Background: an optimization exercise with open tools, aiming at small area, a short achievable clock period and few clock cycles per item. Do not read the settings as production practice.
Only simulation tests tie the RTL to the original design; equivalence was not proved.
Power is estimated from default activity; no workload was simulated.

--- flow/run.sh ---
#!/bin/bash
# synth_recipe.tcl (not shown) runs the flow's synth.tcl, then flattens the netlist and writes it again
# the make line also repeats each setting of config.mk as NAME=value (left out here)
make -C /OpenROAD-flow-scripts/flow DESIGN_CONFIG=/design/flow/config.mk WORK_HOME=/design/flow/orfs CLKGATE_MAP_FILE= SYNTH_SCRIPT=/design/flow/synth_recipe.tcl finish
--- flow/config.mk ---
export PLATFORM = sky130hd
export DESIGN_NAME = sorted_list_union_merge
export DESIGN_NICKNAME = sorted_list_union_merge
export VERILOG_FILES = /design/flow/design.v
export SDC_FILE = /design/flow/constraint.sdc
export NUM_CORES = 4
export LEC_CHECK = 0
export CAP_MARGIN = 20
export CORE_MARGIN = 2
export CORE_UTILIZATION = 55
export CTS_CLUSTER_DIAMETER = 80
export CTS_CLUSTER_SIZE = 24
export SETUP_SLACK_MARGIN = 2.9
export SLEW_MARGIN = 20
export TNS_END_PERCENT = 2
--- flow/constraint.sdc ---
create_clock -name core_clock -period 5.0 [get_ports {clk}]
set_input_delay 1.0000 -clock core_clock [delete_from_list [all_inputs] [get_ports {clk}]]
set_output_delay 1.0000 -clock core_clock [all_outputs]
set_load 0.01 [all_outputs]
--- flow/design.v ---
package slum_pkg;
    localparam int LIST_DEPTH = 16;
    localparam int VAL_W = 32;
endpackage
module slum_list
#(
    parameter int VW = 32,
    parameter int SD = 14
)
(
    input  logic          clk,
    input  logic          rst_n,
    input  logic          wx,
    input  logic          dx,
    input  logic [VW-1:0] val,
    input  logic          pop,
    output logic [VW-1:0] h,
    output logic [VW-1:0] h2,
    output logic [VW-1:0] newest,
    output logic          hv,
    output logic          h2v,
    output logic          adv,
    output logic          full_next
);
    logic [VW-1:0] q [SD];
    logic          s0k;
    logic [SD-2:0] asel;
    logic          ae;
    logic          sh;
    logic          h2_free;
    logic [SD-1:0] rsel;
    logic [VW-1:0] rd_val;
    logic [SD-2:0] asel_free;
    logic [SD-2:0] asel_kept;
    logic [SD-2:0] asel_next;
    logic          s0k_next;
    assign newest = q[0];
    assign ae = ~|asel;
    assign sh = wx && s0k;
    assign h2_free = pop || !hv || !h2v;
    assign adv = (pop || !hv) && h2v;
    assign asel_free = sh ? asel : {1'b0, asel[SD-2:1]};
    assign asel_kept = sh ? {asel[SD-3:0], ae} : asel;
    assign asel_next = h2_free ? asel_free : asel_kept;
    assign s0k_next = wx ? !dx : (s0k && !(h2_free && ae));
    assign full_next = asel_next[SD-2] && (wx || s0k);
    assign rsel = {asel, ae};
    always_comb
    begin
        rd_val = '0;
        for (int k = 0; k < SD; k++)
            rd_val = rd_val | (q[k] & {VW{rsel[k]}});
    end
    always_ff @(posedge clk)
    begin
        if (wx)
            q[0] <= val;
        if (sh)
        begin
            for (int k = 1; k < SD; k++)
                q[k] <= q[k-1];
        end
        if (adv)
            h <= h2;
        if (h2_free)
            h2 <= rd_val;
    end
    always_ff @(posedge clk or negedge rst_n)
    begin
        if (!rst_n)
        begin
            s0k <= 1'b0;
            asel <= '0;
            hv <= 1'b0;
            h2v <= 1'b0;
        end
        else
        begin
            s0k <= s0k_next;
            asel <= asel_next;
            hv <= pop ? h2v : (hv || h2v);
            h2v <= h2_free ? (!ae || s0k) : 1'b1;
        end
    end
endmodule
module sorted_list_union_merge
#(
    parameter int DEPTH = slum_pkg::LIST_DEPTH
)
(
    input  logic    clk,
    input  logic    rst_n,
    input  logic    push,
    output logic    full,
    input  logic [33:0] item,
    output logic    empty,
    input  logic    pop,
    output logic [34:0] result
);
    localparam int VW = slum_pkg::VAL_W;
    localparam int CW = $clog2(DEPTH + 1);
    localparam int SD = DEPTH - 2;
    function automatic logic [1:0] cmp_lt_gt(input logic [VW-1:0] a, input logic [VW-1:0] b);
        logic [VW-1:0] l;
        logic [VW-1:0] g;
        for (int k = 0; k < VW; k++)
        begin
            l[k] = ~a[k] & b[k];
            g[k] = a[k] & ~b[k];
        end
        l[VW-1] = a[VW-1] & ~b[VW-1];
        g[VW-1] = ~a[VW-1] & b[VW-1];
        for (int lv = 1; lv < VW; lv = lv * 2)
        begin
            for (int k = 0; k < VW / (2 * lv); k++)
            begin
                l[k] = l[2*k+1] | (~g[2*k+1] & l[2*k]);
                g[k] = g[2*k+1] | (~l[2*k+1] & g[2*k]);
            end
        end
        cmp_lt_gt = {l[0], g[0]};
    endfunction
    logic [CW-1:0] cnt_a;
    logic [CW-1:0] cnt_b;
    logic [CW-1:0] st_a;
    logic [CW-1:0] st_b;
    logic          ovf;
    logic          first_a;
    logic          first_b;
    logic          accept;
    logic          ld_a;
    logic          ld_b;
    logic          do_m;
    logic          wx_a;
    logic          wx_b;
    logic          dx_a;
    logic          dx_b;
    logic [VW-1:0] new_a;
    logic [VW-1:0] new_b;
    assign accept = push && !full;
    assign ld_a = accept && (item[33:32] == 2'd0);
    assign ld_b = accept && (item[33:32] == 2'd1);
    assign do_m = accept && (item[33:32] == 2'd2);
    assign wx_a = ld_a && !cnt_a[CW-1];
    assign wx_b = ld_b && !cnt_b[CW-1];
    assign dx_a = !first_a && (item[31:0] == new_a);
    assign dx_b = !first_b && (item[31:0] == new_b);
    always_ff @(posedge clk or negedge rst_n)
    begin
        if (!rst_n)
        begin
            cnt_a <= '0;
            cnt_b <= '0;
            st_a <= '0;
            st_b <= '0;
            ovf <= 1'b0;
            first_a <= 1'b1;
            first_b <= 1'b1;
        end
        else if (do_m)
        begin
            cnt_a <= '0;
            cnt_b <= '0;
            st_a <= '0;
            st_b <= '0;
            ovf <= 1'b0;
            first_a <= 1'b1;
            first_b <= 1'b1;
        end
        else
        begin
            if (wx_a)
            begin
                cnt_a <= cnt_a + CW'(1);
                first_a <= 1'b0;
                if (!dx_a)
                    st_a <= st_a + CW'(1);
            end
            if (wx_b)
            begin
                cnt_b <= cnt_b + CW'(1);
                first_b <= 1'b0;
                if (!dx_b)
                    st_b <= st_b + CW'(1);
            end
            if ((ld_a && cnt_a[CW-1]) || (ld_b && cnt_b[CW-1]))
                ovf <= 1'b1;
        end
    end
    logic [VW-1:0] ha;
    logic [VW-1:0] hb;
    logic [VW-1:0] ha2;
    logic [VW-1:0] hb2;
    logic          ha_v;
    logic          hb_v;
    logic          ha2_v;
    logic          hb2_v;
    logic          adv_a;
    logic          adv_b;
    logic          pop_a;
    logic          pop_b;
    logic          fa_next;
    logic          fb_next;
    slum_list #(
        .VW(VW),
        .SD(SD)
    ) u_a (
        .clk(clk),
        .rst_n(rst_n),
        .wx(wx_a),
        .dx(dx_a),
        .val(item[31:0]),
        .pop(pop_a),
        .h(ha),
        .h2(ha2),
        .newest(new_a),
        .hv(ha_v),
        .h2v(ha2_v),
        .adv(adv_a),
        .full_next(fa_next)
    );
    slum_list #(
        .VW(VW),
        .SD(SD)
    ) u_b (
        .clk(clk),
        .rst_n(rst_n),
        .wx(wx_b),
        .dx(dx_b),
        .val(item[31:0]),
        .pop(pop_b),
        .h(hb),
        .h2(hb2),
        .newest(new_b),
        .hv(hb_v),
        .h2v(hb2_v),
        .adv(adv_b),
        .full_next(fb_next)
    );
    logic [2*CW:0] pend0;
    logic [2*CW:0] pend1;
    logic          pv0;
    logic          pv1;
    logic          take_p;
    logic          byp;
    logic          enq;
    logic          pv1_next;
    logic          done;
    assign take_p = done && pv0;
    assign byp = done && !pv0 && do_m;
    assign enq = do_m && !byp;
    assign pv1_next = take_p ? (pv1 && enq) : (pv1 || (pv0 && enq));
    always_ff @(posedge clk)
    begin
        if (take_p ? (pv1 || enq) : (enq && !pv0))
            pend0 <= (take_p && pv1) ? pend1 : {st_a, st_b, ovf};
        if (enq && (take_p ? pv1 : pv0))
            pend1 <= {st_a, st_b, ovf};
    end
    always_ff @(posedge clk or negedge rst_n)
    begin
        if (!rst_n)
        begin
            pv0 <= 1'b0;
            pv1 <= 1'b0;
        end
        else
        begin
            pv0 <= take_p ? (pv1 || enq) : (pv0 || enq);
            pv1 <= pv1_next;
        end
    end
    logic [CW-1:0] n_cnt_a;
    logic [CW-1:0] n_cnt_b;
    assign n_cnt_a = do_m ? '0 : cnt_a + CW'(wx_a);
    assign n_cnt_b = do_m ? '0 : cnt_b + CW'(wx_b);
    always_ff @(posedge clk or negedge rst_n)
    begin
        if (!rst_n)
        begin
            full <= 1'b0;
        end
        else
        begin
            full <= (fa_next && !n_cnt_a[CW-1]) || (fb_next && !n_cnt_b[CW-1]) || pv1_next;
        end
    end
    logic          act;
    logic [CW-1:0] ra;
    logic [CW-1:0] rb;
    logic          a0;
    logic          a1;
    logic          b0;
    logic          b1;
    logic          r_ovf;
    logic          f_lt;
    logic          f_gt;
    logic [1:0]    f_q;
    logic [1:0]    q_2h;
    logic [1:0]    q_h2;
    logic [1:0]    q_22;
    logic          s_22;
    logic          s_2h;
    logic          s_h2;
    logic          s_hh;
    logic [1:0]    c_2h;
    logic [1:0]    c_h2;
    logic [1:0]    c_22;
    logic          take_a;
    logic          take_b;
    logic          step;
    logic [VW-1:0] r_val;
    logic [VW-1:0] v_gt;
    logic [VW-1:0] v_le;
    logic          r_last;
    logic [2*CW:0] cmd_next;
    logic          o_valid;
    logic [34:0]   o_data;
    assign c_2h = cmp_lt_gt(ha2, hb);
    assign c_h2 = cmp_lt_gt(ha, hb2);
    assign c_22 = cmp_lt_gt(ha2, hb2);
    assign {f_lt, f_gt} = (q_22 & {2{s_22}}) | (q_2h & {2{s_2h}})
                        | (q_h2 & {2{s_h2}}) | (f_q & {2{s_hh}});
    assign take_a = !a0 && (b0 || !f_gt);
    assign take_b = !b0 && (a0 || !f_lt);
    assign step = act && (!o_valid || pop) && (a0 || ha_v) && (b0 || hb_v);
    assign pop_a = step && take_a;
    assign pop_b = step && take_b;
    assign v_le = a0 ? (hb & {VW{!b0}}) : ha;
    assign v_gt = b0 ? v_le : hb;
    assign r_val = f_gt ? v_gt : v_le;
    assign r_last = (a0 && b0) || (a0 && b1) || (b0 && a1)
                 || (a1 && b1 && !f_lt && !f_gt);
    assign done = !act || (step && r_last);
    assign cmd_next = pv0 ? pend0 : {st_a, st_b, ovf};
    always_ff @(posedge clk or negedge rst_n)
    begin
        if (!rst_n)
        begin
            act <= 1'b0;
        end
        else if (done)
        begin
            act <= pv0 || do_m;
        end
    end
    always_ff @(posedge clk)
    begin
        q_2h <= c_2h;
        q_h2 <= c_h2;
        q_22 <= c_22;
        f_q <= {f_lt, f_gt};
        s_22 <= adv_a && adv_b;
        s_2h <= adv_a && !adv_b;
        s_h2 <= !adv_a && adv_b;
        s_hh <= !adv_a && !adv_b;
        if (done)
        begin
            {ra, rb, r_ovf} <= cmd_next;
            a0 <= (cmd_next[2*CW:CW+1] == CW'(0));
            a1 <= (cmd_next[2*CW:CW+1] == CW'(1));
            b0 <= (cmd_next[CW:1] == CW'(0));
            b1 <= (cmd_next[CW:1] == CW'(1));
        end
        else if (step)
        begin
            if (take_a)
            begin
                ra <= ra - CW'(1);
                a0 <= a1;
                a1 <= (ra == CW'(2));
            end
            if (take_b)
            begin
                rb <= rb - CW'(1);
                b0 <= b1;
                b1 <= (rb == CW'(2));
            end
        end
    end
    always_ff @(posedge clk or negedge rst_n)
    begin
        if (!rst_n)
        begin
            o_valid <= 1'b0;
        end
        else if (step)
        begin
            o_valid <= 1'b1;
        end
        else if (pop)
        begin
            o_valid <= 1'b0;
        end
    end
    always_ff @(posedge clk)
    begin
        if (step)
            o_data <= {r_val, r_last, a0 && b0, r_ovf};
    end
    assign empty = !o_valid;
    assign result = o_data;
endmodule
==> flow_metrics.py, run 1 <==
metrics = {
    "outcome": {
        "outcome": "no timing/DRC/antenna violations",
    },
    "drt": {
        "vias": 27000,
        "antenna_left": 0,
        "vias_per_cell": 6.68,
        "post_drt_wl_per_cell_um": 29.7,
        "drc": 0,
        "drt_wl_total_um": 120000,
        "first_pass_iters": 6,
        "drt-initial-drc-count": 3992,
    },
    "power": {
        "switching_share": 0.316,
        "power_switching_mw": 7.36,
        "vdd.ir_drop.worst_uv": 423,
        "p_int_mw": 15.9,
        "seqPwrFrac": 0.532,
        "power_leakage_nw": 16.6,
        "pwr-share-comb": 0.245,
        "power.clock.fraction": 0.223,
        "power_density_nw_per_um2": 459,
        "power_mw": 23.3,
    },
    "timing": {
        "slew_headroom": 0.363,
        "fin_crit_sh": 0.470,
        "fin_tns_setup_ps": 0,
        "finalHoldViolations": 0,
        "rsz0062_at_grt": "true",
        "layout_min_cycle_time_ps": 2350,
        "slew_violations": 0,
        "setup_viol": 0,
        "worst_pin_slew_ps": 955,
        "fin_worst_skew_ps": 36.7,
        "fmax_mhz": 425,
    },
    "synthesis": {
        "synthDominantCellAreaShare": 0.735,
        "synthTopCellsByArea": "edfxtp_1 (74%), dfrtp_1 (3.2%), a221oi_1 (2.5%)",
        "postSynthCellCount": 2746,
        "ys_seq_elements": 1168,
        "yosysTopAreaCell": "edfxtp_1",
        "avgSynthCellArea_sq_um": 16.3,
        "ys_seq_area_frac": 0.774,
        "synth.distinct_cells": 77,
        "synth-warning-count": 3,
        "synth_area_sq_um": 44800,
        "synth-async-reset-ratio": 0.0514,
        "syn-num-nets": 2792,
        "synthFlopType": "edfxtp_1",
        "synth_edf_count": 1096,
    },
    "worst_setup_path": {
        "crit_fanout": 35,
        "start_kind": "flop",
        "worstSetupPathType": "reg -> reg",
        "cp-end-kind": "flop",
        "r2r_start": "u_b.asel[2]$_DFFE_PN0P_",
        "startpoint": "u_b.asel[2]$_DFFE_PN0P_",
        "worstPathRequired_ps": 5160,
        "critPathArrivalTime_ps": 2510,
    },
    "layout": {
        "fin_util": 0.630,
        "nFillCells": 5844,
        "design_area_sq_um": 50800,
        "layout-drive-gt1-share": 0.155,
        "final_nets": 2993,
        "synthToLayoutAreaGrowth_pct": 13.4,
        "final_cells": 4047,
    },
    "floorplan": {
        "start_util": 0.556,
        "die-area_sq_um": 83700,
        "die_y_um": 289,
        "rows": 104,
        "core-area_sq_um": 80500,
        "die_x_um": 289,
        "ios": 75,
    },
    "cts": {
        "htree_levels": 2,
        "path_clk_slew_ps": 100,
        "clk_path_buf_depth": 3,
        "cts_tree": "yes",
        "hold_buffers": 0,
        "cts.sinks": 1168,
        "cts_buffers": 56,
        "clk_latency_ps": 670,
        "clockRootBuffer": "clkbuf_16",
    },
    "placed_design": {
        "portBuffers": 74,
        "dpl.hpwl_um": 72100,
        "gp_congestion": 0.851,
        "placedCellCount": 3815,
        "place_area_sq_um": 47100,
    },
    "grt": {
        "grt_max_degree": 66,
        "grt_pass1_wl_um": 172000,
        "grt_pass1_vias": 25400,
        "grt.overflow.total": 0,
        "antenna_found_initial": 10,
        "grt_use_total": 0.284,
    },
    "job": {
        "drv_cap": 0,
    },
    "hold_path": {
        "hold_class": "reg -> reg",
        "hp-start": "u_a.q[12][10]$_DFFE_PP_",
    },
}
-- flip-flops by register name (all words and copies together) (netlist names), 11 cells and up --
| name | count |
|---|---|
| u_a.asel | 13 |
| u_b.q | 448 |
| o_data | 35 |
| u_b.asel | 13 |
| u_a.h2 | 32 |
| u_b.h | 32 |
| u_a.h | 32 |
| pend1 | 11 |
| u_b.h2 | 32 |
| pend0 | 11 |
| u_a.q | 448 |
-- logic make-up (layout without fill, tap and decap cells) --
family | count (synthesis) | count (layout) | share of synthesized area
AOI/OAI and AO/OA | 699 | 700 | 0.119
xor gates and xnor gates | 83 | 83 | 0.0162
adders and majority gates | 35 | 35 | 0.00827
buffers and inverters | 200 | 436 | 0.0174
DFF | 1168 | 1168 | 0.774
muxes | 26 | 26 | 0.00704
other | 0 | 3 | 0
and+or+nand+nor | 535 | 536 | 0.0578
-- per-stage QoR --
| step | hold WS (ps) | setup slack (ps) |
|---|---|---|
| 2_1_floorplan | 400 | -3050 |
| 3_3_place_gp | 428 | 1260 |
| 3_5_place_dp | 435 | 1100 |
| 4_1_cts | 452 | 2720 |
| 5_1_grt | 460 | 2610 |
| 6_report | 449 | 2650 |
-- cell usage after synthesis (12+ instances only) --
cell and instances:
dfrtp_1 58, nand2_1 213, clkbuf_1 115, maj3_1 27, nand2b_1 33, a21oi_1 68, a221oi_1 130, dfxtp_1 12
xor2_1 62, o22ai_1 36, nor3_1 17, a222oi_1 65, nand4_1 73, inv_1 65, edfxtp_1 1096, nor2b_1 33
o21ai_0 81, a22oi_1 137, a22o_1 83, nor2_1 101, nor4_1 16, a31oi_1 12, xnor2_1 21, mux2i_1 12
-- per-layer routing --
layer,global-route usage,up-vias,share of wire
li1,-,11500,-
met1,0.423,13800,0.41
met2,0.440,1562,0.46
met3,0.0447,161,0.099
met4,0.0798,2,0.028
met5,0,-,0.00011
-- repair_timing --
action	in CTS	in global routing
pin swaps	23	53
buffers inserted	46	66
gates resized for setup	267	175
cloned	17	5
endpoints found under the setup margin	1229	1155
-- worst max-delay path, stage by stage (launching register included) --
cell      delay, ps
dfrtp_1         450
buf_8           260
a22o_1          260
a221oi_1        220
nand4_1         630
-- layout by cell type (no fill, tap or decap), types with 29 or more instances in the layout --
master | Yosys | final
nand2b_1 | 33 | 31
nand4_1 | 73 | 73
clkbuf_16 | 0 | 62
o21ai_0 | 81 | 72
buf_4 | 0 | 128
a222oi_1 | 65 | 65
clkbuf_1 | 115 | 29
inv_1 | 65 | 61
nor2b_1 | 33 | 32
nand2_1 | 213 | 204
edfxtp_1 | 1096 | 1096
a21oi_1 | 68 | 64
a22oi_1 | 137 | 134
xor2_1 | 62 | 56
a221oi_1 | 130 | 127
nor2_1 | 101 | 99
o22ai_1 | 36 | 35
a22o_1 | 83 | 83
dfrtp_1 | 58 | 48
-- area by class of cell --
type / instances / area [sq um] / share of cell area
Timing Repair Buffer: 269 / 2810 / 0.0553
Tap cell: 1060 / 1330 / 0.0261
Inverter: 68 / 292 / 0.00574
Clock inverter: 8 / 90.1 / 0.00177
Timing Repair inverter: 4 / 26.3 / 0.000517
Multi-Input combinational cell: 1380 / 9980 / 0.197
Clock buffer: 87 / 1560 / 0.0307
Sequential cell: 1168 / 34700 / 0.683
Antenna cell: 3 / 7.51 / 0.000148
-- worst paths after layout --
check / to / slack [ps] / depth (start not counted)
worst min-delay path: u_a.q[13][10]$_DFFE_PP_ / 450 / 0
max in group asynchronous: first_b$_DFFE_PN1P_ / 3550 / 2
worst max register to register: u_b.h2[26]$_DFFE_PN_ / 2650 / 4
worst max-delay path: u_b.h2[26]$_DFFE_PN_ / 2650 / 4
worst min register to register: u_a.q[13][10]$_DFFE_PP_ / 450 / 0
min in group asynchronous: u_a.asel[0]$_DFFE_PN0P_ / 490 / 1
-- power by group through the flow --
| stage | sequential, mW | combinational, mW | clock (mW) |
|---|---|---|---|
| floorplan | 12.5 | 2.84 | 0 |
| CTS | 12.5 | 5.19 | 5.30 |
| global route | 12.5 | 6.06 | 5.62 |
| global placement | 12.7 | 4.77 | 0 |
| detailed placement | 12.7 | 4.83 | 0 |
| finish | 12.4 | 5.71 | 5.20 |
Testbench counts, summed over its fixed seeds: cycles 8,656, results 6,673.
==> run 2: changes to the inputs <==
--- a/flow/config.mk
+++ b/flow/config.mk
@@ -7,9 +7,9 @@
 export LEC_CHECK = 0
 export CAP_MARGIN = 20
 export CORE_MARGIN = 2
-export CORE_UTILIZATION = 55
+export CORE_UTILIZATION = 38
 export CTS_CLUSTER_DIAMETER = 80
 export CTS_CLUSTER_SIZE = 24
 export SETUP_SLACK_MARGIN = 2.9
 export SLEW_MARGIN = 20
-export TNS_END_PERCENT = 2
+export TNS_END_PERCENT = 0
==> run 2 against run 1 <==
Sequential share of layout area up 0.45 points. Core utilization down 20 points. First-iteration DRC count down 9.3%. Register-to-register slack worse by 40 ps. Critical path type unchanged. Critical endpoint is now q_h2[1]$_DFF_P_.
==> flow_metrics.py, run 2 <==
metrics = {
    "timing": {
        "slew_headroom": 0.341,
        "fmax_mhz": 418,
        "setup_viol": 0,
        "fin_crit_sh": 0.479,
        "rsz0062_at_grt": "true",
        "fin_worst_skew_ps": 24.5,
        "slew_violations": 0,
        "layout_min_cycle_time_ps": 2390,
        "worst_pin_slew_ps": 979,
        "finalHoldViolations": 0,
    },
    "synthesis": {
        "syn-num-nets": 2792,
        "synth-async-reset-ratio": 0.0514,
        "synth-warning-count": 3,
        "postSynthCellCount": 2746,
        "synth_area_sq_um": 44800,
        "yosysTopAreaCell": "edfxtp_1",
        "synth.top_cells.by_count": "edfxtp_1 (1096), nand2_1 (213), a22oi_1 (137), a221oi_1 (130), clkbuf_1 (115)",
        "synthTopCellsByArea": "edfxtp_1 (74%), dfrtp_1 (3.2%), a221oi_1 (2.5%)",
        "synth.distinct_cells": 77,
        "synth_edf_count": 1096,
        "avgSynthCellArea_sq_um": 16.3,
        "ys_seq_elements": 1168,
        "synthFlopType": "edfxtp_1",
        "synthDominantCellAreaShare": 0.735,
        "ys_seq_area_frac": 0.774,
        "synth_most_common_cell": "edfxtp_1",
    },
    "cts": {
        "cts_tree": "yes",
        "cts.sinks": 1168,
        "clk_latency_ps": 670,
        "cts_buffers": 57,
        "clk_path_buf_depth": 3,
        "clockRootBuffer": "clkbuf_16",
        "path_clk_slew_ps": 110,
        "htree_levels": 2,
    },
    "drt": {
        "drc": 0,
        "post_drt_wl_per_cell_um": 27.0,
        "vias_per_cell": 5.97,
        "drt-initial-drc-count": 3621,
        "vias": 26300,
        "antenna_left": 0,
        "drt_wl_total_um": 119000,
        "first_pass_iters": 8,
    },
    "layout": {
        "design_area_sq_um": 50400,
        "final_nets": 2900,
        "synthToLayoutAreaGrowth_pct": 12.6,
        "layout-drive-gt1-share": 0.103,
        "mostFrequentLayoutCells": "edfxtp_1 (1096), nand2_1 (209), a22oi_1 (137)",
        "largestRegisters": "u_a.q: 448 flops, u_b.q: 448 flops, o_data: 35 flops",
        "layout_commonest_cell": "edfxtp_1",
        "final_cells": 4409,
        "nFillCells": 10200,
    },
    "power": {
        "power_density_nw_per_um2": 457,
        "vdd.ir_drop.worst_uv": 348,
        "power_mw": 23.0,
        "power_leakage_nw": 16.1,
    },
    "worst_setup_path": {
        "worstPathRequired_ps": 5480,
        "worstSetupPathType": "reg -> reg",
        "cpLargestDelayFamily": "compound AO/OA/AOI/OAI gates",
        "cpPeakStageDelay_ps": 540,
        "critPathArrivalTime_ps": 2880,
        "r2r-end": "q_h2[1]$_DFF_P_",
        "cp-end-kind": "flop",
        "reg2regPathDepth": 6,
        "crit_chain": "nor2b_1, or2_2, o221ai_1, nand2_1, o21ai_1, o21ai_0",
        "cp_slowest_cell": "o21ai_1",
        "crit_fanout": 5,
        "start_kind": "flop",
        "r2r_start": "u_b.h2[27]$_DFFE_PN_",
        "cp.buffers_inverters": 0,
        "ff2ff_setup_slack_ps": 2610,
    },
    "grt": {
        "grt_pass1_wl_um": 173000,
        "grt_pass1_vias": 25100,
        "antenna_found_initial": 10,
        "grt.overflow.total": 0,
        "grt_use_total": 0.191,
        "grt_max_degree": 100,
    },
    "floorplan": {
        "die_x_um": 347,
        "ios": 75,
        "rows": 125,
        "core-area_sq_um": 117000,
        "die_y_um": 347,
        "die-area_sq_um": 121000,
        "start_util": 0.384,
    },
    "hold_path": {
        "hold_depth": 0,
        "hold_class": "reg -> reg",
        "hp-start": "u_a.q[12][2]$_DFFE_PP_",
        "holdPathEnd": "u_a.q[13][2]$_DFFE_PP_",
    },
    "placed_design": {
        "portBuffers": 74,
        "place_area_sq_um": 47500,
        "gp_congestion": 0.859,
        "placedCellCount": 4266,
        "dpl.hpwl_um": 71300,
    },
    "outcome": {
        "outcome": "no timing/DRC/antenna violations",
    },
    "job": {
        "drv_cap": 0,
    },
}
run 2: worst max-delay path by stage:
stage	start	endpoint	slack, ps	cells after the start
finish	u_b.h2[27]$_DFFE_PN_	q_h2[1]$_DFF_P_	2610	6
global route	s_22$_DFF_P_	pend0[10]$_DFFE_PP_	2560	8
CTS	o_data[33]$_DFFE_PP_	result[33]	2570	1
detailed placement	item[15]	st_b[4]$_DFFE_PN0P_	1260	9
global placement	item[3]	st_b[4]$_DFFE_PN0P_	1210	9
floorplan	push	u_b.q[10][0]$_DFFE_PP_	-3050	6
run 2: cell families after synthesis:
| family | share of synthesized area |
|---|---|
| xor gates and xnor gates | 0.0162 |
| AOI/OAI and AO/OA | 0.119 |
| buffers and inverters | 0.0174 |
| muxes | 0.00704 |
| DFF | 0.774 |
| adders and majority gates | 0.00827 |
| and+or+nand+nor | 0.0578 |
run 2: worst reg2reg max path, cell delays in order, from the launching register on:
cell	delay (ps)
edfxtp_1	450
nor2b_1	190
or2_2	270
o221ai_1	380
nand2_1	100
o21ai_1	540
o21ai_0	280
run 2: what timing repair did:
action | 4_1_cts | 5_1_grt
resized for setup | 162 | 84
setup buffers | 19 | 11
hold buffers | 0 | 0
pin swaps | 14 | 14
gates cloned | 14 | 9
setup endpoints to repair | 1238 | 1247
run 2: report_power, final:
part,internal (mW),total [mW],switching [mW]
logic,1.61,5.25,3.64
registers,11.8,12.5,0.729
clock network,2.21,5.25,3.04
total,15.6,23.0,7.41
run 2: layout make-up:
| type | instances | area, sq um | area share |
|---|---|---|---|
| Inverter | 68 | 282 | 0.00558 |
| Sequential cell | 1168 | 34700 | 0.688 |
| Clock inverter | 11 | 103 | 0.00203 |
| Clock buffer | 78 | 1550 | 0.0307 |
| Timing Repair inverter | 2 | 13.8 | 0.000273 |
| Multi-Input combinational cell | 1380 | 9830 | 0.195 |
| Tap cell | 1524 | 1910 | 0.0378 |
| Antenna cell | 1 | 2.50 | 0.0000496 |
| Timing Repair Buffer | 177 | 2070 | 0.0410 |
run 2: routing by layer:
layer,GRT usage,vias to the layer above,wire [um]
met2,0.300,1228,55100
li1,-,11300,-
met1,0.286,13700,52000
met4,0.0307,6,1540
met3,0.0279,106,10500
met5,0,-,36
run 2: stage by stage:
stage / setup slack, ps / setup TNS, ps / utilization / hold slack (ps)
finish: 2610 / 0 / 0.433 / 446
global route: 2560 / 0 / 0.433 / 448
CTS: 2570 / 0 / 0.428 / 443
detailed placement: 1260 / 0 / 0.407 / 433
global placement: 1210 / 0 / 0.407 / 427
floorplan: -3050 / -2526910 / - / 400
==> run 3: changes to the inputs <==
--- a/flow/config.mk
+++ b/flow/config.mk
@@ -7,9 +7,10 @@
 export LEC_CHECK = 0
 export CAP_MARGIN = 20
 export CORE_MARGIN = 2
-export CORE_UTILIZATION = 38
+export CORE_UTILIZATION = 45
 export CTS_CLUSTER_DIAMETER = 80
 export CTS_CLUSTER_SIZE = 24
+export PLACE_DENSITY = 0.75
 export SETUP_SLACK_MARGIN = 2.9
 export SLEW_MARGIN = 20
 export TNS_END_PERCENT = 0
==> run 3 against run 2 <==
First-iteration DRC count is 28% higher. Die area down 15%. Final cell count fell by 4.5%. Wire length fell by 2.0%. Non-clock buffer count is 38 higher. Largest cell class unchanged. Largest power group unchanged.
==> flow_metrics.py, run 3 <==
metrics = {
    "timing": {
        "setup_viol": 0,
        "setup_ws_ps": 2570,
        "layout_min_cycle_time_ps": 2430,
        "slew_headroom": 0.112,
        "holdWs_ps": 302,
        "fin_crit_sh": 0.487,
        "fin_tns_setup_ps": 0,
        "fmax_mhz": 411,
        "slew_violations": 0,
        "finalHoldViolations": 0,
        "fin_worst_skew_ps": 42.6,
        "worst_pin_slew_ps": 1330,
        "rsz0062_at_grt": "true",
    },
    "power": {
        "power_density_nw_per_um2": 458,
        "switching_share": 0.320,
        "power_leakage_nw": 16.4,
        "power_switching_mw": 7.42,
        "seqPwrFrac": 0.541,
        "vdd.ir_drop.worst_uv": 350,
        "power_mw": 23.2,
        "pwr-share-comb": 0.237,
        "power.clock.fraction": 0.222,
        "p_int_mw": 15.7,
    },
    "drt": {
        "drt-initial-drc-count": 4631,
        "drc": 0,
        "antenna_left": 0,
        "drt_wl_total_um": 117000,
        "vias_per_cell": 6.50,
        "vias": 27400,
        "first_pass_iters": 7,
        "post_drt_wl_per_cell_um": 27.8,
    },
    "floorplan": {
        "core-area_sq_um": 98600,
        "ios": 75,
        "die-area_sq_um": 102000,
        "die_x_um": 319,
        "start_util": 0.454,
        "rows": 115,
        "die_y_um": 319,
    },
    "synthesis": {
        "ys_seq_elements": 1168,
        "synth_most_common_cell": "edfxtp_1",
        "avgSynthCellArea_sq_um": 16.3,
        "synth_edf_count": 1096,
        "synthTopCellsByArea": "edfxtp_1 (74%), dfrtp_1 (3.2%), a221oi_1 (2.5%)",
        "synthDominantCellAreaShare": 0.735,
        "synth.top_cells.by_count": "edfxtp_1 (1096), nand2_1 (213), a22oi_1 (137), a221oi_1 (130), clkbuf_1 (115)",
        "synthFlopType": "edfxtp_1",
        "synth.distinct_cells": 77,
        "postSynthCellCount": 2746,
        "yosysTopAreaCell": "edfxtp_1",
        "ys_seq_area_frac": 0.774,
        "synth_area_sq_um": 44800,
        "syn-num-nets": 2792,
        "synth-async-reset-ratio": 0.0514,
        "synth-warning-count": 3,
    },
    "worst_setup_path": {
        "critPathArrivalTime_ps": 2920,
        "cp-end-kind": "flop",
        "reg2regPathDepth": 3,
        "ff2ff_setup_slack_ps": 2570,
        "r2r-end": "o_data[16]$_DFFE_PP_",
        "start_kind": "flop",
        "startpoint": "a0$_DFFE_PP_",
        "crit_path_end": "o_data[16]$_DFFE_PP_",
        "worstSetupPathType": "reg -> reg",
        "crit_fanout": 16,
        "r2r_start": "a0$_DFFE_PP_",
        "worstPathRequired_ps": 5480,
    },
    "placed_design": {
        "dpl.hpwl_um": 68700,
        "portBuffers": 74,
        "placedCellCount": 4029,
        "place_area_sq_um": 47200,
        "gp_congestion": 0.888,
        "place_ws_ps": 1280,
    },
    "cts": {
        "clk_path_buf_depth": 3,
        "cts_buffers": 56,
        "path_clk_slew_ps": 100,
        "clk_latency_ps": 680,
        "cts.sinks": 1168,
        "clockRootBuffer": "clkbuf_16",
        "htree_levels": 2,
        "hold_buffers": 0,
        "cts_tree": "yes",
    },
    "layout": {
        "synthToLayoutAreaGrowth_pct": 12.9,
        "regArea_sq_um": 34700,
        "mostFrequentLayoutCells": "edfxtp_1 (1096), nand2_1 (207), a22oi_1 (137)",
        "nFillCells": 7705,
        "layout-drive-gt1-share": 0.109,
        "final_nets": 2938,
        "multiInputGateArea_sq_um": 9700,
        "layout_commonest_cell": "edfxtp_1",
        "fin_util": 0.513,
        "largestRegisters": "u_a.q: 448 flops, u_b.q: 448 flops, o_data: 35 flops",
        "final_cells": 4210,
        "design_area_sq_um": 50600,
    },
    "hold_path": {
        "hold_class": "in -> async",
    },
    "grt": {
        "grt_pass1_vias": 25400,
        "grt.overflow.total": 0,
        "antenna_found_initial": 18,
        "grt_max_degree": 71,
        "grt_pass1_wl_um": 167000,
        "grt_use_total": 0.217,
    },
    "outcome": {
        "outcome": "no timing/DRC/antenna violations",
    },
    "job": {
        "drv_cap": 0,
    },
}
[run 3: cell counts after synthesis]
No cell type changed its count.
[run 3: layout make-up]
cell class / count / area share
timing repair buffer: 215 / 0.0523
clock buffer: 73 / 0.0292
inverter: 68 / 0.00562
clock inverter: 9 / 0.00277
antenna: 7 / 0.000346
tap: 1287 / 0.0319
sequential: 1168 / 0.686
multi-input combinational: 1381 / 0.192
timing repair inverter: 2 / 0.000322
[run 3: worst min-delay path by stage]
stage / start / end / slack [ps]
floorplan: r_ovf$_DFFE_PN_ / o_data[0]$_DFFE_PP_ / 400
global placement: u_b.q[10][29]$_DFFE_PP_ / u_b.q[11][29]$_DFFE_PP_ / 430
detailed placement: u_b.q[3][18]$_DFFE_PP_ / u_b.q[4][18]$_DFFE_PP_ / 430
CTS: rst_n / cnt_a[1]$_DFFE_PN0P_ / 290
global route: rst_n / cnt_a[0]$_DFFE_PN0P_ / 330
finish: rst_n / cnt_a[1]$_DFFE_PN0P_ / 300
[run 3: power groups by stage]
stage | sequential [mW] | clock, mW | combinational [mW]
floorplan | 12.5 | 0 | 2.84
global placement | 12.7 | 0 | 4.72
finish | 12.5 | 5.14 | 5.50
detailed placement | 12.7 | 0 | 4.81
global route | 12.6 | 5.54 | 5.76
CTS | 12.5 | 5.21 | 5.05
[run 3: worst max-delay path, cell delays in order, from the launching register on]
cell and delay, ps:
edfxtp_1 530, inv_1 230, a31oi_2 1100, a22o_1 390
[run 3: logic make-up (layout without fill, tap and decap cells)]
family                     count (synthesis)  in the layout  share of synthesized area
adders and majority gates                 35             35                    0.00827
DFF                                     1168           1168                      0.774
and+or+nand+nor                          535            536                     0.0578
xor gates and xnor gates                  83             83                     0.0162
buffers and inverters                    200            367                     0.0174
muxes                                     26             26                    0.00704
AOI/OAI and AO/OA                        699            701                      0.119
other                                      0              7                          0
[run 3: metal layers]
layer,GRT usage,routed length (um),part of all wire,vias up
li1,-,-,-,11400
met4,0.0727,3860,0.033,12
met5,0,82,0.00070,-
met2,0.323,52100,0.45,1964
met3,0.0492,14900,0.13,218
met1,0.319,45900,0.39,13800
[run 3: repair_timing]
item,4_1_cts,5_1_grt
pin swaps,12,34
endpoints found under the setup margin,1249,1241
resized for setup,150,81
gates cloned,16,22
setup buffers,30,24
==> run 4: changes to the inputs <==
--- a/flow/config.mk
+++ b/flow/config.mk
@@ -10,7 +10,6 @@
 export CORE_UTILIZATION = 45
 export CTS_CLUSTER_DIAMETER = 80
 export CTS_CLUSTER_SIZE = 24
-export PLACE_DENSITY = 0.75
 export SETUP_SLACK_MARGIN = 2.9
 export SLEW_MARGIN = 20
 export TNS_END_PERCENT = 0
==> run 4 against run 3 <==
Still clean. Global-route usage rose by 1.0 points. First-iteration DRC count shrank 19%. Sequential power is essentially flat. Core utilization fell by 0.46 points. Critical endpoint is now u_a.h2[10]$_DFFE_PN_. Largest cell class unchanged. Largest power group unchanged. Highest routed layer unchanged.
==> flow_metrics.py, run 4 <==
metrics = {
    "outcome": {
        "outcome": "no timing/DRC/antenna violations",
    },
    "worst_setup_path": {
        "critPathArrivalTime_ps": 2500,
        "crit_chain": "buf_4, a22oi_1, nand2_1, a221oi_1, nand4_1",
        "crit_fanout": 35,
        "r2r_start": "u_a.asel[11]$_DFFE_PN0P_",
        "cpLargestDelayFamily": "simple AND/OR/NAND/NOR gates",
        "cp_slowest_cell": "nand4_1",
        "cpPeakStageDelay_ps": 530,
        "start_kind": "flop",
        "worstPathRequired_ps": 5200,
        "cp-end-kind": "flop",
        "startpoint": "u_a.asel[11]$_DFFE_PN0P_",
        "worstSetupPathType": "reg -> reg",
        "cp.buffers_inverters": 1,
    },
    "power": {
        "power.clock.fraction": 0.229,
        "switching_share": 0.315,
        "seqPwrFrac": 0.539,
        "pwr-share-comb": 0.232,
        "power_leakage_nw": 16.2,
        "power_density_nw_per_um2": 459,
        "power_switching_mw": 7.25,
        "p_int_mw": 15.8,
        "vdd.ir_drop.worst_uv": 299,
    },
    "timing": {
        "slew_headroom": 0.364,
        "fin_worst_skew_ps": 40.4,
        "worst_pin_slew_ps": 954,
        "layout_min_cycle_time_ps": 2300,
        "rsz0062_at_grt": "true",
        "fin_crit_sh": 0.459,
        "holdWs_ps": 437,
        "slew_violations": 0,
        "fmax_mhz": 435,
        "setup_viol": 0,
        "finalHoldViolations": 0,
        "setup_ws_ps": 2700,
    },
    "cts": {
        "cts.sinks": 1168,
        "clk_path_buf_depth": 3,
        "htree_levels": 2,
        "clk_latency_ps": 680,
        "path_clk_slew_ps": 90,
        "cts_tree": "yes",
        "cts_buffers": 57,
        "clockRootBuffer": "clkbuf_16",
    },
    "synthesis": {
        "yosysTopAreaCell": "edfxtp_1",
        "ys_seq_elements": 1168,
        "synthDominantCellAreaShare": 0.735,
        "synthAdderAreaFrac": 0.00827,
        "synth_compound_area_frac": 0.119,
        "avgSynthCellArea_sq_um": 16.3,
        "syn-num-nets": 2792,
        "synth_most_common_cell": "edfxtp_1",
        "synth-async-reset-ratio": 0.0514,
        "synthFlopType": "edfxtp_1",
        "synth_area_sq_um": 44800,
        "synthTopCellsByArea": "edfxtp_1 (74%), dfrtp_1 (3.2%), a221oi_1 (2.5%)",
        "synth_top_family_by_area": "compound AO/OA/AOI/OAI gates",
        "synth.top_cells.by_count": "edfxtp_1 (1096), nand2_1 (213), a22oi_1 (137), a221oi_1 (130), clkbuf_1 (115)",
        "synth_edf_count": 1096,
        "synth-warning-count": 3,
        "ys_seq_area_frac": 0.774,
        "postSynthCellCount": 2746,
        "synth-simple-area-share": 0.0578,
        "synth.distinct_cells": 77,
        "synth_mux_area_frac": 0.00704,
        "synth_xor_area_frac": 0.0162,
    },
    "floorplan": {
        "core-area_sq_um": 98600,
        "die_x_um": 319,
        "start_util": 0.454,
        "rows": 115,
        "ios": 75,
        "die-area_sq_um": 102000,
        "die_y_um": 319,
    },
    "grt": {
        "grt_max_degree": 91,
        "grt.overflow.total": 0,
        "grt_pass1_wl_um": 173000,
        "antenna_found_initial": 7,
        "grt_use_total": 0.228,
        "grt_pass1_vias": 25800,
    },
    "layout": {
        "synthToLayoutAreaGrowth_pct": 11.9,
        "final_cells": 4191,
        "largestRegisters": "u_a.q: 448 flops, u_b.q: 448 flops, o_data: 35 flops",
        "final_nets": 2910,
        "nFillCells": 8045,
        "layout_commonest_cell": "edfxtp_1",
        "regArea_sq_um": 34700,
        "mostFrequentLayoutCells": "edfxtp_1 (1096), nand2_1 (210), a22oi_1 (137)",
        "multiInputGateArea_sq_um": 9630,
        "layout-drive-gt1-share": 0.107,
    },
    "drt": {
        "drt_wl_total_um": 119000,
        "first_pass_iters": 9,
        "antenna_left": 0,
        "drt-initial-drc-count": 3753,
        "post_drt_wl_per_cell_um": 28.3,
        "vias_per_cell": 6.30,
        "drc": 0,
        "vias": 26400,
    },
    "hold_path": {
        "hp-start": "u_b.q[8][21]$_DFFE_PP_",
        "hold_class": "reg -> reg",
    },
    "placed_design": {
        "place_ws_ps": 1280,
        "portBuffers": 74,
        "placedCellCount": 4031,
        "dpl.hpwl_um": 70900,
        "gp_congestion": 0.880,
    },
    "job": {
        "drv_cap": 0,
    },
}
==> run 4: cell counts after synthesis <==
Identical to the previous run, type by type.
==> run 4: what timing repair did <==
| item | in CTS | in global routing |
|---|---|---|
| pin swaps | 13 | 24 |
| buffers inserted | 23 | 16 |
| endpoints found under the setup margin | 1220 | 1151 |
| resized for setup | 221 | 74 |
| hold buffers | 0 | 0 |
| cloned | 21 | 1 |
==> run 4: through the flow <==
step | setup TNS, ps | total power [mW] | area (sq um) | utilization
final | 0 | 23.0 | 50100 | 0.508
after global routing | 0 | 23.9 | 50100 | 0.508
after CTS | 0 | 23.0 | 49900 | 0.507
after detailed placement | 0 | 17.6 | 47200 | 0.479
after global placement | 0 | 17.5 | 47200 | 0.479
after floorplan | -2526910 | 15.3 | 44800 | -
==> run 4: area by class of cell <==
type,count,share of cell area
antenna,2,0.0000999
clock buffer,86,0.0315
clock inverter,11,0.00242
inverter,68,0.00567
multi-input combinational,1380,0.192
sequential,1168,0.692
tap,1287,0.0321
timing repair buffer,187,0.0438
timing repair inverter,2,0.000275
==> run 4: final timing paths <==
check	end	slack, ps	cells after the start
max reg2reg	u_a.h2[10]$_DFFE_PN_	2700	5
min reg2reg	u_b.q[9][21]$_DFFE_PP_	440	0
min in group asynchronous	u_b.hv$_DFF_PN0_	530	2
min	u_b.q[9][21]$_DFFE_PP_	440	0
max	u_a.h2[10]$_DFFE_PN_	2700	5
max in group asynchronous	u_a.asel[0]$_DFFE_PN0P_	3780	2
==> run 4: cell families after synthesis <==
family | Yosys count
AND/OR/NAND/NOR | 535
flip-flops | 1168
AO/OA/AOI/OAI | 699
buffers and inverters | 200
adder cells (fa/ha/maj) | 35
XOR/XNOR | 83
multiplexers | 26
==> run 4: power by group through the flow <==
stage | Clock, mW | Combinational [mW] | Sequential, mW
3_5_place_dp | 0 | 4.95 | 12.6
3_3_place_gp | 0 | 4.89 | 12.6
2_1_floorplan | 0 | 2.84 | 12.5
5_1_grt | 5.74 | 5.68 | 12.5
6_report | 5.28 | 5.33 | 12.4
4_1_cts | 5.41 | 5.21 | 12.4
==> run 4: worst reg2reg max path, delay by kind of cell, from the launching register on <==
family / cells / cell delay, ps
AOI/OAI and AO/OA: 2 / 500
DFF: 1 / 400
and+or+nand+nor: 2 / 600
buffers and inverters: 1 / 330
==> run 4: layer usage <==
metal,wire length (um),up-vias,GRT usage
met1,49100,13500,0.320
met2,56300,1333,0.369
met4,3570,2,0.0715
met5,14,-,0
li1,-,11300,-
met3,9660,167,0.0328
==> run 5: changes to the inputs <==
--- a/flow/config.mk
+++ b/flow/config.mk
@@ -5,11 +5,11 @@
 export SDC_FILE = /design/flow/constraint.sdc
 export NUM_CORES = 4
 export LEC_CHECK = 0
-export CAP_MARGIN = 20
+export CAP_MARGIN = 5
 export CORE_MARGIN = 2
 export CORE_UTILIZATION = 45
 export CTS_CLUSTER_DIAMETER = 80
 export CTS_CLUSTER_SIZE = 24
 export SETUP_SLACK_MARGIN = 2.9
-export SLEW_MARGIN = 20
+export SLEW_MARGIN = 5
 export TNS_END_PERCENT = 0
==> run 5 against run 4 <==
Still clean. Clock skew unchanged. First-iteration DRC count unchanged. Sequential share of layout area unchanged. Wire length unchanged. Critical path type unchanged. Largest cell class unchanged.
==> flow_metrics.py, run 5 <==
metrics = {
    "floorplan": {
        "die_y_um": 319,
        "die_x_um": 319,
        "start_util": 0.454,
        "core-area_sq_um": 98600,
        "rows": 115,
        "die-area_sq_um": 102000,
        "ios": 75,
    },
    "worst_setup_path": {
        "ff2ff_setup_slack_ps": 2700,
        "crit_fanout": 35,
        "r2r_start": "u_a.asel[11]$_DFFE_PN0P_",
        "cp.depth": 5,
        "cp-end-kind": "flop",
        "r2r-end": "u_a.h2[10]$_DFFE_PN_",
        "cpPeakStageDelay_ps": 530,
        "start_kind": "flop",
        "cpLargestDelayFamily": "simple AND/OR/NAND/NOR gates",
        "crit_chain": "buf_4, a22oi_1, nand2_1, a221oi_1, nand4_1",
        "startpoint": "u_a.asel[11]$_DFFE_PN0P_",
        "cp.buffers_inverters": 1,
        "cp_slowest_cell": "nand4_1",
        "critPathArrivalTime_ps": 2500,
        "worstSetupPathType": "reg -> reg",
        "crit_path_end": "u_a.h2[10]$_DFFE_PN_",
        "reg2regPathDepth": 5,
        "worstPathRequired_ps": 5200,
    },
    "synthesis": {
        "synthDominantCellAreaShare": 0.735,
        "syn-num-nets": 2792,
        "synth-async-reset-ratio": 0.0514,
        "synth_most_common_cell": "edfxtp_1",
        "synthTopCellsByArea": "edfxtp_1 (74%), dfrtp_1 (3.2%), a221oi_1 (2.5%)",
        "synth-warning-count": 3,
        "yosysTopAreaCell": "edfxtp_1",
        "ys_seq_elements": 1168,
        "postSynthCellCount": 2746,
        "synth.distinct_cells": 77,
        "synth_edf_count": 1096,
        "synth_area_sq_um": 44800,
        "synth.top_cells.by_count": "edfxtp_1 (1096), nand2_1 (213), a22oi_1 (137), a221oi_1 (130), clkbuf_1 (115)",
        "synthFlopType": "edfxtp_1",
        "avgSynthCellArea_sq_um": 16.3,
        "ys_seq_area_frac": 0.774,
    },
    "timing": {
        "setup_viol": 0,
        "fin_crit_sh": 0.459,
        "fmax_mhz": 435,
        "slew_violations": 0,
        "worst_pin_slew_ps": 954,
        "finalHoldViolations": 0,
        "rsz0062_at_grt": "true",
        "layout_min_cycle_time_ps": 2300,
        "fin_worst_skew_ps": 40.4,
        "slew_headroom": 0.364,
    },
    "cts": {
        "clk_latency_ps": 680,
        "clockRootBuffer": "clkbuf_16",
        "clk_path_buf_depth": 3,
        "cts_buffers": 57,
        "path_clk_slew_ps": 90,
        "hold_buffers": 0,
        "cts_tree": "yes",
        "cts.sinks": 1168,
        "htree_levels": 2,
    },
    "job": {
        "drv_cap": 0,
    },
    "drt": {
        "post_drt_wl_per_cell_um": 28.3,
        "first_pass_iters": 9,
        "drc": 0,
        "vias_per_cell": 6.30,
        "drt_wl_total_um": 119000,
        "drt-initial-drc-count": 3753,
        "antenna_left": 0,
        "vias": 26400,
    },
    "layout": {
        "largestRegisters": "u_a.q: 448 flops, u_b.q: 448 flops, o_data: 35 flops",
        "nFillCells": 8045,
        "layout_commonest_cell": "edfxtp_1",
        "synthToLayoutAreaGrowth_pct": 11.9,
        "mostFrequentLayoutCells": "edfxtp_1 (1096), nand2_1 (210), a22oi_1 (137)",
        "final_cells": 4191,
        "layout-drive-gt1-share": 0.107,
        "final_nets": 2910,
    },
    "placed_design": {
        "dpl.hpwl_um": 70900,
        "gp_congestion": 0.880,
        "placedCellCount": 4031,
        "portBuffers": 74,
    },
    "grt": {
        "grt_pass1_vias": 25800,
        "grt_pass1_wl_um": 173000,
        "grt_use_total": 0.228,
        "antenna_found_initial": 7,
        "grt.overflow.total": 0,
        "grt_max_degree": 91,
    },
    "power": {
        "power_leakage_nw": 16.2,
        "power_mw": 23.0,
        "power_density_nw_per_um2": 459,
        "vdd.ir_drop.worst_uv": 299,
    },
    "outcome": {
        "outcome": "no timing/DRC/antenna violations",
    },
    "hold_path": {
        "hold_class": "reg -> reg",
    },
}
## run 5: cell counts in the layout (fill, tap and decap cells not counted)
Identical to the previous run, type by type.
## run 5: worst min-delay path by stage
stage                                   end  slack, ps                     from  cells past startpoint
finish               u_b.q[9][21]$_DFFE_PP_        440   u_b.q[8][21]$_DFFE_PP_                      0
global route         u_b.q[9][21]$_DFFE_PP_        440   u_b.q[8][21]$_DFFE_PP_                      0
CTS                  u_b.q[9][21]$_DFFE_PP_        420   u_b.q[8][21]$_DFFE_PP_                      0
detailed placement   u_b.q[4][18]$_DFFE_PP_        430   u_b.q[3][18]$_DFFE_PP_                      0
global placement    u_a.q[13][26]$_DFFE_PP_        430  u_a.q[12][26]$_DFFE_PP_                      0
floorplan               o_data[0]$_DFFE_PP_        400          r_ovf$_DFFE_PN_                      0
## run 5: layout make-up
type | instances | area (sq um) | area share
Tap cell | 1287 | 1610 | 0.0321
Clock buffer | 86 | 1580 | 0.0315
Timing Repair Buffer | 187 | 2190 | 0.0438
Multi-Input combinational cell | 1380 | 9630 | 0.192
Clock inverter | 11 | 121 | 0.00242
Sequential cell | 1168 | 34700 | 0.692
Timing Repair inverter | 2 | 13.8 | 0.000275
Antenna cell | 2 | 5.00 | 0.0000999
Inverter | 68 | 284 | 0.00567
## run 5: repair_timing
action	CTS	global route
setup buffers	23	16
gates cloned	21	1
endpoints found under the hold margin	0	0
gates resized for setup	221	74
pin swaps	13	24
endpoints found under the setup margin	1220	1151
## run 5: cells by family (layout without fill, tap and decap cells)
kind of cell | after synthesis | after routing | share of synthesized area
fa+ha+maj | 35 | 35 | 0.00827
buf+inv | 200 | 354 | 0.0174
mux | 26 | 26 | 0.00704
other cells | 0 | 2 | 0
simple gates | 535 | 536 | 0.0578
xor+xnor | 83 | 83 | 0.0162
flops | 1168 | 1168 | 0.774
compound gates | 699 | 700 | 0.119
## run 5: metrics by stage
step	hold slack (ps)	utilization	setup slack, ps	TNS (ps)	area (sq um)
finish	437	0.508	2700	0	50100
global route	440	0.508	2690	0	50100
CTS	422	0.507	2670	0	49900
detailed placement	433	0.479	1280	0	47200
global placement	429	0.479	1400	0	47200
floorplan	400	-	-3050	-2526910	44800
## run 5: report_power, final
group          total [mW]  leakage [nW]  switching, mW  internal (mW)
Clock                5.28         0.817           3.04           2.23
Sequential           12.4          10.4          0.576           11.8
Combinational        5.33          4.92           3.63           1.70
Total                23.0          16.2           7.25           15.8
## run 5: routing by layer
| layer | vias up | global-route usage | share of wire |
|---|---|---|---|
| met5 | - | 0 | 0.00012 |
| met4 | 2 | 0.0715 | 0.030 |
| met3 | 167 | 0.0328 | 0.081 |
| met2 | 1333 | 0.369 | 0.47 |
| met1 | 13500 | 0.320 | 0.41 |
| li1 | 11300 | - | - |
==> run 6: changes to the inputs <==
--- a/flow/config.mk
+++ b/flow/config.mk
@@ -5,11 +5,11 @@
 export SDC_FILE = /design/flow/constraint.sdc
 export NUM_CORES = 4
 export LEC_CHECK = 0
-export CAP_MARGIN = 5
+export CAP_MARGIN = 20
 export CORE_MARGIN = 2
-export CORE_UTILIZATION = 45
+export CORE_UTILIZATION = 50
 export CTS_CLUSTER_DIAMETER = 80
 export CTS_CLUSTER_SIZE = 24
 export SETUP_SLACK_MARGIN = 2.9
-export SLEW_MARGIN = 5
+export SLEW_MARGIN = 20
 export TNS_END_PERCENT = 0
==> run 6 against run 5 <==
Core utilization grew 5.4 points. Largest power group unchanged. Via count is 0.95% higher. Global-route usage is 2.6 points higher. Clock-buffer cell count did not move. Critical path depth increased by 3. Synthesized cell count unchanged. Area after synthesis did not move. Register-to-register slack got worse by 90 ps. Maximum frequency shrank 3.8%. Wire length grew 0.14%. Combinational power decreased by 3%. First-iteration DRC count is 1.9% higher.
==> flow_metrics.py, run 6 <==
metrics = {
    "worst_setup_path": {
        "cp-end-kind": "flop",
        "worstPathRequired_ps": 5440,
        "worstSetupPathType": "reg -> reg",
        "crit_fanout": 6,
        "cp_slowest_cell": "or4_4",
        "r2r_start": "u_a.asel[9]$_DFFE_PN0P_",
        "start_kind": "flop",
        "reg2regPathDepth": 8,
        "cpPeakStageDelay_ps": 520,
        "crit_chain": "buf_12, or4_4, nor4_4, buf_4, buf_12, buf_12, nand2_4, nand4_1",
        "crit_top_cell": "buf_12",
        "ff2ff_setup_slack_ps": 2610,
        "critPathArrivalTime_ps": 2830,
        "r2r-end": "u_a.h2[29]$_DFFE_PN_",
    },
    "timing": {
        "slew_violations": 0,
        "fin_crit_sh": 0.477,
        "layout_min_cycle_time_ps": 2390,
        "setup_viol": 0,
        "worst_pin_slew_ps": 967,
        "finalHoldViolations": 0,
        "fmax_mhz": 419,
        "rsz0062_at_grt": "true",
        "slew_headroom": 0.355,
        "fin_worst_skew_ps": 23.0,
        "setup_ws_ps": 2610,
    },
    "drt": {
        "post_drt_wl_per_cell_um": 29.2,
        "vias": 26600,
        "drt-initial-drc-count": 3826,
        "antenna_left": 0,
        "drc": 0,
        "first_pass_iters": 8,
        "drt_wl_total_um": 119000,
        "vias_per_cell": 6.55,
    },
    "synthesis": {
        "synthFlopType": "edfxtp_1",
        "synth-warning-count": 3,
        "synth.distinct_cells": 77,
        "ys_seq_area_frac": 0.774,
        "syn-num-nets": 2792,
        "yosysTopAreaCell": "edfxtp_1",
        "synth_area_sq_um": 44800,
        "avgSynthCellArea_sq_um": 16.3,
        "postSynthCellCount": 2746,
        "synth_most_common_cell": "edfxtp_1",
        "ys_seq_elements": 1168,
        "synth_edf_count": 1096,
        "synthDominantCellAreaShare": 0.735,
        "synthTopCellsByArea": "edfxtp_1 (74%), dfrtp_1 (3.2%), a221oi_1 (2.5%)",
        "synth.top_cells.by_count": "edfxtp_1 (1096), nand2_1 (213), a22oi_1 (137), a221oi_1 (130), clkbuf_1 (115)",
        "synth-async-reset-ratio": 0.0514,
    },
    "cts": {
        "clockRootBuffer": "clkbuf_16",
        "cts_buffers": 56,
        "path_clk_slew_ps": 100,
        "htree_levels": 2,
        "cts.sinks": 1168,
        "clk_path_buf_depth": 3,
        "cts_tree": "yes",
        "hold_buffers": 0,
        "clk_latency_ps": 660,
    },
    "floorplan": {
        "die-area_sq_um": 92000,
        "core-area_sq_um": 88500,
        "rows": 109,
        "die_x_um": 303,
        "ios": 75,
        "start_util": 0.506,
        "die_y_um": 303,
    },
    "outcome": {
        "outcome": "no timing/DRC/antenna violations",
    },
    "power": {
        "power_mw": 22.8,
        "vdd.ir_drop.worst_uv": 290,
        "power_leakage_nw": 16.1,
        "power_density_nw_per_um2": 459,
    },
    "grt": {
        "grt.overflow.total": 0,
        "antenna_found_initial": 11,
        "grt_use_total": 0.253,
        "grt_pass1_vias": 25600,
        "grt_pass1_wl_um": 171000,
        "grt_max_degree": 81,
    },
    "hold_path": {
        "hold_class": "in -> async",
    },
    "layout": {
        "layout-drive-gt1-share": 0.0987,
        "mostFrequentLayoutCells": "edfxtp_1 (1096), nand2_1 (205), a22oi_1 (137)",
        "final_nets": 2905,
        "largestRegisters": "u_a.q: 448 flops, u_b.q: 448 flops, o_data: 35 flops",
        "synthToLayoutAreaGrowth_pct": 11.1,
        "layout_commonest_cell": "edfxtp_1",
        "design_area_sq_um": 49800,
    },
    "placed_design": {
        "place_ws_ps": 1190,
        "place_area_sq_um": 47100,
        "portBuffers": 74,
        "gp_congestion": 0.854,
        "dpl.hpwl_um": 71100,
    },
    "job": {
        "drv_cap": 0,
    },
}
run 6: cell types whose count changed in the layout (fill, tap and decap cells not counted), sizes merged:
cell           previous run  this run
dlymetal6s2s              6         5
clkinv                    2         8
clkdlybuf4s50             0         4
inv                      75        68
bufbuf                    6         1
buf                     126       117
clkdlybuf4s15             5        21
dlygate4sd2              21        27
clkbuf                  109        94
diode                     2         3
run 6: worst max-delay path: cells and delay by family, from the launching register on:
kind                   cells  cell delay, ps
buffers and inverters      4             620
flip-flops                 1             440
AND/OR/NAND/NOR            4            1100
run 6: how the worst max path moves through the flow:
| stage | cells after the start | start | to |
|---|---|---|---|
| after global placement | 7 | item[33] | u_b.q[11][1]$_DFFE_PP_ |
| after CTS | 1 | o_data[28]$_DFFE_PP_ | result[28] |
| after floorplan | 6 | push | u_b.q[10][0]$_DFFE_PP_ |
| after global routing | 7 | s_h2$_DFF_P_ | u_a.h[8]$_DFFE_PP_ |
| final | 8 | u_a.asel[9]$_DFFE_PN0P_ | u_a.h2[29]$_DFFE_PN_ |
| after detailed placement | 7 | item[33] | u_b.q[5][4]$_DFFE_PP_ |
run 6: cell type report:
cell class,instances,area (sq um)
clock buffer,86,1560
antenna,3,7.51
sequential,1168,34700
inverter,68,288
timing repair buffer,183,2010
timing repair inverter,2,13.8
multi-input combinational,1380,9660
clock inverter,10,88.8
fill,6813,38800
tap,1165,1460
run 6: where the power goes:
group / internal (mW) / switching (mW)
logic: 1.63 / 3.56
registers: 11.8 / 0.609
clock network: 2.19 / 3.04
total: 15.6 / 7.21
run 6: per-stage QoR:
stage	cells	hold WS, ps	setup TNS, ps	utilization
floorplan	2746	400	-2526910	-
global placement	3911	401	0	0.532
detailed placement	3912	405	0	0.532
CTS	4043	427	0	0.557
global route	4062	446	0	0.562
finish	4065	423	0	0.562
run 6: logic make-up after synthesis:
logic type / synth area share
mux: 0.00704
buf+inv: 0.0174
fa+ha+maj: 0.00827
flops: 0.774
compound gates: 0.119
simple gates: 0.0578
xor+xnor: 0.0162
run 6: metal layers:
layer | vias up | share of wire | global-route usage
met5 | - | 0.00048 | 0
li1 | 11300 | - | -
met1 | 13700 | 0.42 | 0.367
met2 | 1408 | 0.46 | 0.399
met3 | 172 | 0.084 | 0.0392
met4 | 8 | 0.032 | 0.0771
run 6: what timing repair did:
item	in CTS	in global routing
setup endpoints to repair	1225	1192
pin swaps	24	16
resized for setup	191	53
setup buffers	27	14
hold endpoints to repair	0	0
cloned	8	5
==> run 7: changes to the inputs <==
--- a/flow/config.mk
+++ b/flow/config.mk
@@ -7,9 +7,10 @@
 export LEC_CHECK = 0
 export CAP_MARGIN = 20
 export CORE_MARGIN = 2
-export CORE_UTILIZATION = 50
-export CTS_CLUSTER_DIAMETER = 80
-export CTS_CLUSTER_SIZE = 24
+export CORE_UTILIZATION = 45
+export CTS_CLUSTER_DIAMETER = 90
+export CTS_CLUSTER_SIZE = 28
+export GPL_ROUTABILITY_DRIVEN = 0
 export SETUP_SLACK_MARGIN = 2.9
 export SLEW_MARGIN = 20
 export TNS_END_PERCENT = 0
==> run 7 against run 6 <==
Still clean on timing, DRC and antenna. Global-route usage fell by 2.3 points. First-iteration DRC count down 5.0%. Register-to-register slack better by 70 ps. Core utilization fell by 5.4 points. Wire length increased by 1.5%. Maximum frequency is 2.8% higher. Critical endpoint is now st_b[4]$_DFFE_PN0P_. Highest routed layer unchanged.
==> flow_metrics.py, run 7 <==
metrics = {
    "synthesis": {
        "synthTopCellsByArea": "edfxtp_1 (74%), dfrtp_1 (3.2%), a221oi_1 (2.5%)",
        "synth_compound_area_frac": 0.119,
        "postSynthCellCount": 2746,
        "synthDominantCellAreaShare": 0.735,
        "synthAdderAreaFrac": 0.00827,
        "avgSynthCellArea_sq_um": 16.3,
        "synth-warning-count": 3,
        "synth-simple-area-share": 0.0578,
        "synth.top_cells.by_count": "edfxtp_1 (1096), nand2_1 (213), a22oi_1 (137), a221oi_1 (130), clkbuf_1 (115)",
        "synth.distinct_cells": 77,
        "synth-async-reset-ratio": 0.0514,
        "ys_seq_area_frac": 0.774,
        "synth_mux_area_frac": 0.00704,
        "synth_area_sq_um": 44800,
        "ys_seq_elements": 1168,
        "synth_most_common_cell": "edfxtp_1",
        "synth_edf_count": 1096,
        "synth_xor_area_frac": 0.0162,
        "synth_top_family_by_area": "compound AO/OA/AOI/OAI gates",
        "yosysTopAreaCell": "edfxtp_1",
        "synthFlopType": "edfxtp_1",
        "syn-num-nets": 2792,
    },
    "layout": {
        "layout_commonest_cell": "edfxtp_1",
        "final_cells": 4214,
        "mostFrequentLayoutCells": "edfxtp_1 (1096), nand2_1 (208), a22oi_1 (137)",
        "regArea_sq_um": 34700,
        "final_nets": 2934,
        "largestRegisters": "u_a.q: 448 flops, u_b.q: 448 flops, o_data: 35 flops",
        "layout-drive-gt1-share": 0.121,
        "nFillCells": 7994,
        "synthToLayoutAreaGrowth_pct": 12.0,
        "multiInputGateArea_sq_um": 9650,
    },
    "floorplan": {
        "start_util": 0.454,
        "rows": 115,
        "die_y_um": 319,
        "die_x_um": 319,
        "die-area_sq_um": 102000,
        "ios": 75,
        "core-area_sq_um": 98600,
    },
    "grt": {
        "grt_use_total": 0.230,
        "met1_usage": 0.322,
        "gr-usage-met3": 0.0363,
        "busiest_layer": "met2",
        "antenna_found_initial": 9,
        "grt_pass1_wl_um": 174000,
        "grt_pass1_vias": 25700,
        "grt.overflow.total": 0,
        "grt_max_degree": 79,
        "grt_util_met2": 0.372,
    },
    "placed_design": {
        "placedCellCount": 4035,
        "portBuffers": 74,
        "dpl.hpwl_um": 72900,
    },
    "power": {
        "power_density_nw_per_um2": 457,
        "power_leakage_nw": 16.2,
        "vdd.ir_drop.worst_uv": 385,
    },
    "drt": {
        "drt_wl_total_um": 121000,
        "post_drt_wl_per_cell_um": 28.6,
        "vias_per_cell": 6.35,
        "first_pass_iters": 9,
        "drc": 0,
        "drt-initial-drc-count": 3635,
        "antenna_left": 0,
        "vias": 26800,
    },
    "timing": {
        "fmax_mhz": 431,
        "fin_worst_skew_ps": 62.6,
        "setup_viol": 0,
        "slew_violations": 0,
        "layout_min_cycle_time_ps": 2320,
        "worst_pin_slew_ps": 898,
        "fin_crit_sh": 0.464,
        "fin_tns_setup_ps": 0,
        "finalHoldViolations": 0,
        "slew_headroom": 0.401,
        "rsz0062_at_grt": "true",
    },
    "cts": {
        "clk_path_buf_depth": 3,
        "clockRootBuffer": "clkbuf_16",
        "cts_buffers": 51,
        "clk_latency_ps": 700,
        "cts.sinks": 1168,
        "htree_levels": 2,
        "path_clk_slew_ps": 110,
        "cts_tree": "yes",
    },
    "hold_path": {
        "hold_class": "in -> async",
    },
    "worst_setup_path": {
        "critPathArrivalTime_ps": 2920,
        "worstPathRequired_ps": 5600,
        "cp-end-kind": "flop",
        "ff2ff_setup_slack_ps": 2680,
        "reg2regPathDepth": 8,
        "start_kind": "flop",
        "r2r-end": "st_b[4]$_DFFE_PN0P_",
        "r2r_start": "u_b.q[0][2]$_DFFE_PP_",
        "crit_fanout": 4,
        "worstSetupPathType": "reg -> reg",
        "startpoint": "u_b.q[0][2]$_DFFE_PP_",
    },
    "job": {
        "drv_cap": 0,
    },
    "outcome": {
        "outcome": "no timing/DRC/antenna violations",
    },
}
run 7: cell families (layout without fill, tap and decap cells):
| logic type | after synthesis | in the layout |
|---|---|---|
| AND/OR/NAND/NOR | 535 | 536 |
| AO/OA/AOI/OAI | 699 | 700 |
| flip-flops | 1168 | 1168 |
| other | 0 | 4 |
| adder cells (fa/ha/maj) | 35 | 35 |
| XOR/XNOR | 83 | 83 |
| buffers and inverters | 200 | 375 |
| multiplexers | 26 | 26 |
run 7: worst max-delay path by stage:
stage	to	slack [ps]	cells past startpoint
after floorplan	u_b.q[10][0]$_DFFE_PP_	-3050	6
after global placement	st_b[4]$_DFFE_PN0P_	1330	9
after detailed placement	u_a.q[6][23]$_DFFE_PP_	1330	5
after CTS	full	2680	1
after global routing	st_b[4]$_DFFE_PN0P_	2660	8
final	st_b[4]$_DFFE_PN0P_	2680	8
run 7: power by group:
part	internal, mW	switching (mW)
Combinational	1.74	3.57
Clock	2.06	3.06
Sequential	11.8	0.680
run 7: metrics by stage:
stage	power, mW	hold WS [ps]	instance area (sq um)	worst slack (ps)	util
floorplan	15.3	400	44800	-3050	-
global placement	17.5	429	47300	1330	0.480
detailed placement	17.6	434	47300	1330	0.480
CTS	22.8	286	49600	2680	0.504
global route	23.8	317	50100	2660	0.508
finish	22.9	305	50100	2680	0.509
run 7: area by class of cell:
| class | count | share of cell area |
|---|---|---|
| Multi-Input combinational cell | 1380 | 0.192 |
| Antenna cell | 4 | 0.000200 |
| Tap cell | 1287 | 0.0321 |
| Timing Repair Buffer | 217 | 0.0457 |
| Timing Repair inverter | 2 | 0.000275 |
| Sequential cell | 1168 | 0.692 |
| Inverter | 68 | 0.00567 |
| Clock inverter | 12 | 0.00434 |
| Clock buffer | 76 | 0.0275 |
run 7: worst max-delay path, cell delays in order, from the launching register on:
cell      delay [ps]
edfxtp_1         580
xor2_1           240
nor4_2           280
nand4_1          300
nor3_4           310
buf_6            160
nor3b_1           60
nand3_1          110
mux2i_1          190
run 7: what timing repair did:
item / 4_1_cts / 5_1_grt
gates resized for setup: 270 / 65
buffers inserted: 33 / 35
pin swaps: 20 / 27
hold buffers: 0 / 0
cloned: 14 / 5
setup endpoints to repair: 1198 / 1169
run 7: metal layers:
metal  wire length [um]  part of all wire
met4               3830             0.032
met1              48900              0.41
met3              10700             0.089
met5                 36           0.00030
met2              57000              0.47

-- re-timing with driven ports --
The flow's constraints put no driver on any port. The routed layouts listed below were extracted and timed again, unchanged, in two steps. Step 1, drivers: a clkbuf_16 drives clk and a buf_2 each remaining input, both assumed. Step 2 also shifts input and output timing later by t, the mid clock arrival at the registers, as if the neighbouring blocks saw the same clock. Slacks: no drivers / after step 1 / after step 2; pairs: no drivers / after step 1.
run	t, ns	slack for setup (ns)	worst slew at a driven data input, ns
run 1	0.714	2.648 / 2.648 / 1.990	0.16
run 2	0.726	2.606 / 2.554 / 1.903	0.11
run 3	0.716	2.566 / 2.531 / 1.815	0.18
run 4	0.728	2.703 / 2.661 / 2.011	0.20
run 5	0.728	2.703 / 2.661 / 2.011	0.20
run 6	0.725	2.613 / 2.613 / 1.977	0.17
run 7	0.737	2.679 / 2.664 / 1.927	0.18
After both steps every run listed still meets setup and hold. For run 7, which loses most, drivers alone change the setup slack by -0.015 ns; drivers and shift together by -0.752 ns.
